This design comes from an exercise in tuning for small area, a short achievable clock period and few clock cycles on the open sky130 flow, not from production work.
RTL that was checked went through simulation tests only; none was proved equivalent to the original.

## rev 12
==> flow/design.v (excerpt) <==
module inst_cache #(
  parameter int unsigned INC_BITS = 4
) (
  input  logic        clk,
  input  logic        rst,
  input  logic [15:0] instAddr,
  output logic        hit,
  output logic [15:0] instruction,
  output logic        memReq,
  output logic [15:0] memAddr,
  input  logic [15:0] memData,
  input  logic        memReady
);
For scale: about 62 cells after synthesis, ~16 flip-flops, roughly 69 I/O pins, about 680 sq um of cells after synthesis.
==> module inst_cache, before the edit <==
module inst_cache #(
  parameter int unsigned INC_BITS = 4
) (
  input  logic        clk,
  input  logic        rst,
  input  logic [15:0] instAddr,
  output logic        hit,
  output logic [15:0] instruction,
  output logic        memReq,
  output logic [15:0] memAddr,
  input  logic [15:0] memData,
  input  logic        memReady
);
  logic [15:0] memAddr_q;
  logic [15:0] same;        
  logic [3:0]  nibNe;       
  logic        notReady;    
  logic        loHit, hiSame;
  ic_xnor16 u_same (.a(memAddr_q), .b(instAddr), .y(same));
  ic_nand4  u_ne0  (.a(same[3:0]),   .y(nibNe[0]));
  ic_nand4  u_ne1  (.a(same[7:4]),   .y(nibNe[1]));
  ic_nand4  u_ne2  (.a(same[11:8]),  .y(nibNe[2]));
  ic_nand4  u_ne3  (.a(same[15:12]), .y(nibNe[3]));
  ic_nrdy   u_nrdy (.rst(rst), .ready(memReady), .y(notReady));
  ic_nor3   u_lo   (.a(nibNe[0]), .b(nibNe[1]), .c(notReady), .y(loHit));
  ic_nor2   u_hi   (.a(nibNe[2]), .b(nibNe[3]), .y(hiSame));
  ic_and2   u_hit  (.a(loHit), .b(hiSame), .y(hit));
  assign instruction = memData;
  assign memReq      = !rst;
  assign memAddr     = memAddr_q;
  always_ff @(posedge clk) begin
    memAddr_q <= {instAddr[15:INC_BITS], instAddr[INC_BITS-1:0] + INC_BITS'(hit)};
  end
endmodule
==> module ic_nrdy, before the edit <==
module ic_nrdy (
  input  logic rst,
  input  logic ready,
  output logic y
);
  assign y = rst | ~ready;
endmodule
==> flow/config.mk <==
export PLATFORM = sky130hd
export DESIGN_NAME = inst_cache
export DESIGN_NICKNAME = inst_cache
export VERILOG_FILES = /design/flow/design.v
export SDC_FILE = /design/flow/constraint.sdc
export NUM_CORES = 4
export LEC_CHECK = 0
export CAP_MARGIN = 20
export CORE_AREA = 3 3 87 87
export CTS_BUF_LIST = sky130_fd_sc_hd__clkbuf_4
export DIE_AREA = 0 0 90 90
export SETUP_SLACK_MARGIN = 2.3
export SLEW_MARGIN = 20
export SYNTH_HIERARCHICAL = 1
export SYNTH_MINIMUM_KEEP_SIZE = 0
==> flow/constraint.sdc <==
create_clock -name core_clock -period 5.5 [get_ports {clk}]
set_input_delay 1.1000 -clock core_clock [delete_from_list [all_inputs] [get_ports {clk}]]
set_output_delay 1.1000 -clock core_clock [all_outputs]
set_load 0.01 [all_outputs]
standard.sh (not shown) runs the stock make flow with config.mk's settings and CLKGATE_MAP_FILE= SYNTH_SCRIPT=/design/flow/synth_recipe.tcl, a recipe that flattens the netlist after the stock synthesis.
==> flow/flow/run.sh <==
#!/bin/bash
# Standard ORFS layout, with the port buffers inserted as the smallest plain
# buffer (sky130_fd_sc_hd__buf_1) so the resizer can size them like any other
# buffer.  make's full output goes to flow_make.log; ORFS's per-step logs stay
# under orfs/logs.
set -euo pipefail
bash standard.sh "BUFFER_PORTS_ARGS=-buffer_cell sky130_fd_sc_hd__buf_1" finish > flow_make.log 2>&1
Testbench counts of rev 12, summed over its fixed seeds: cycles 34,909.
Input-level comparison between rev 13 and rev 12:
==> flow/design.v <==
module inst_cache #(
  parameter int unsigned INC_BITS = 7
) (
  input  logic        clk,
  input  logic        rst,
  input  logic [15:0] instAddr,
  output logic        hit,
  output logic [15:0] instruction,
  output logic        memReq,
  output logic [15:0] memAddr,
  input  logic [15:0] memData,
  input  logic        memReady
);
  logic        act_q;       
  logic [15:0] memAddr_q;
  logic [15:0] same;        
  logic [3:0]  nibNe;       
  logic        notReady;    
  logic        loHit, hiSame;
  ic_xnor16 u_same (.a(memAddr_q), .b(instAddr), .y(same));
  ic_nand4  u_ne0  (.a(same[3:0]),   .y(nibNe[0]));
  ic_nand4  u_ne1  (.a(same[7:4]),   .y(nibNe[1]));
  ic_nand4  u_ne2  (.a(same[11:8]),  .y(nibNe[2]));
  ic_nand4  u_ne3  (.a(same[15:12]), .y(nibNe[3]));
  ic_nand2  u_nrdy (.a(act_q), .b(memReady), .y(notReady));
  ic_nor3   u_lo   (.a(nibNe[0]), .b(nibNe[1]), .c(notReady), .y(loHit));
  ic_nor2   u_hi   (.a(nibNe[2]), .b(nibNe[3]), .y(hiSame));
  ic_and2   u_hit  (.a(loHit), .b(hiSame), .y(hit));
  assign instruction = memData;
  assign memReq      = act_q;
  assign memAddr     = memAddr_q;
  always_ff @(posedge clk or posedge rst) begin
    if (rst) act_q <= 1'b0;
    else     act_q <= 1'b1;
  end
  always_ff @(posedge clk) begin
    memAddr_q <= {instAddr[15:INC_BITS], instAddr[INC_BITS-1:0] + INC_BITS'(hit)};
  end
endmodule
module ic_xnor16 (
  input  logic [15:0] a,
  input  logic [15:0] b,
  output logic [15:0] y
);
  assign y = ~(a ^ b);
endmodule
module ic_nand4 (
  input  logic [3:0] a,
  output logic       y
);
  assign y = ~&a;
endmodule
module ic_nand2 (
  input  logic a,
  input  logic b,
  output logic y
);
  assign y = ~(a & b);
endmodule
module ic_nor3 (
  input  logic a,
  input  logic b,
  input  logic c,
  output logic y
);
  assign y = ~(a | b | c);
endmodule
module ic_nor2 (
  input  logic a,
  input  logic b,
  output logic y
);
  assign y = ~(a | b);
endmodule
module ic_and2 (
  input  logic a,
  input  logic b,
  output logic y
);
  assign y = a & b;
endmodule
--- outcome ---
In the flow results for rev 12 and rev 13, the average cell area after synthesis is larger on rev 12.
Diff rev 12 and rev 13: fraction of synthesis flops using an asynchronous set or reset pin lower in rev 12
Re global-route usage: rev 12 and rev 13 aren't equal, and the higher value belongs to rev 13.
Compared with rev 12, rev 13 shows post-route clock period utilization higher by 0.63 points.
Of rev 12 and rev 13, rev 13 shows the higher sequential cell area in the final layout, with rev 12 below it.
Only the layout flow was run in rev 13; the RTL was not checked for function there.

[re-timing with driven ports]
No port has a modelled driver above. Below, the same layouts with a new extraction and two added sets of constraints. Step 1 (the two cells are an assumption about what drives the block):
set clk [get_ports {clk}]
set_driving_cell -lib_cell sky130_fd_sc_hd__clkbuf_16 $clk
set_driving_cell -lib_cell sky130_fd_sc_hd__buf_2 [delete_from_list [all_inputs] $clk]
Step 2 moves the port delays by t, midway between the first and last clock arrival at a register: inputs arrive t later, outputs are due t later. That takes back most of the time a late clock gives input paths. Three values: no drivers, after step 1, after step 2; two values: the first two.
run | shift t [ns] | setup slack, ns | worst setup path at the end | latest minus earliest clock arrival (ns) | worst slew at a driven data input, ns
rev 12 | 0.304 | 2.428 / 2.406 / 2.406 | input to output | 0.003 / 0.002 | 0.06
rev 13 | 0.312 | 2.394 / 2.361 / 2.361 | input to output | 0.001 / 0.002 | 0.06
After both steps every run listed still meets setup and hold. The setup slack of rev 13, which loses most, moves by -0.033 ns with the drivers and by -0.033 ns with both steps.
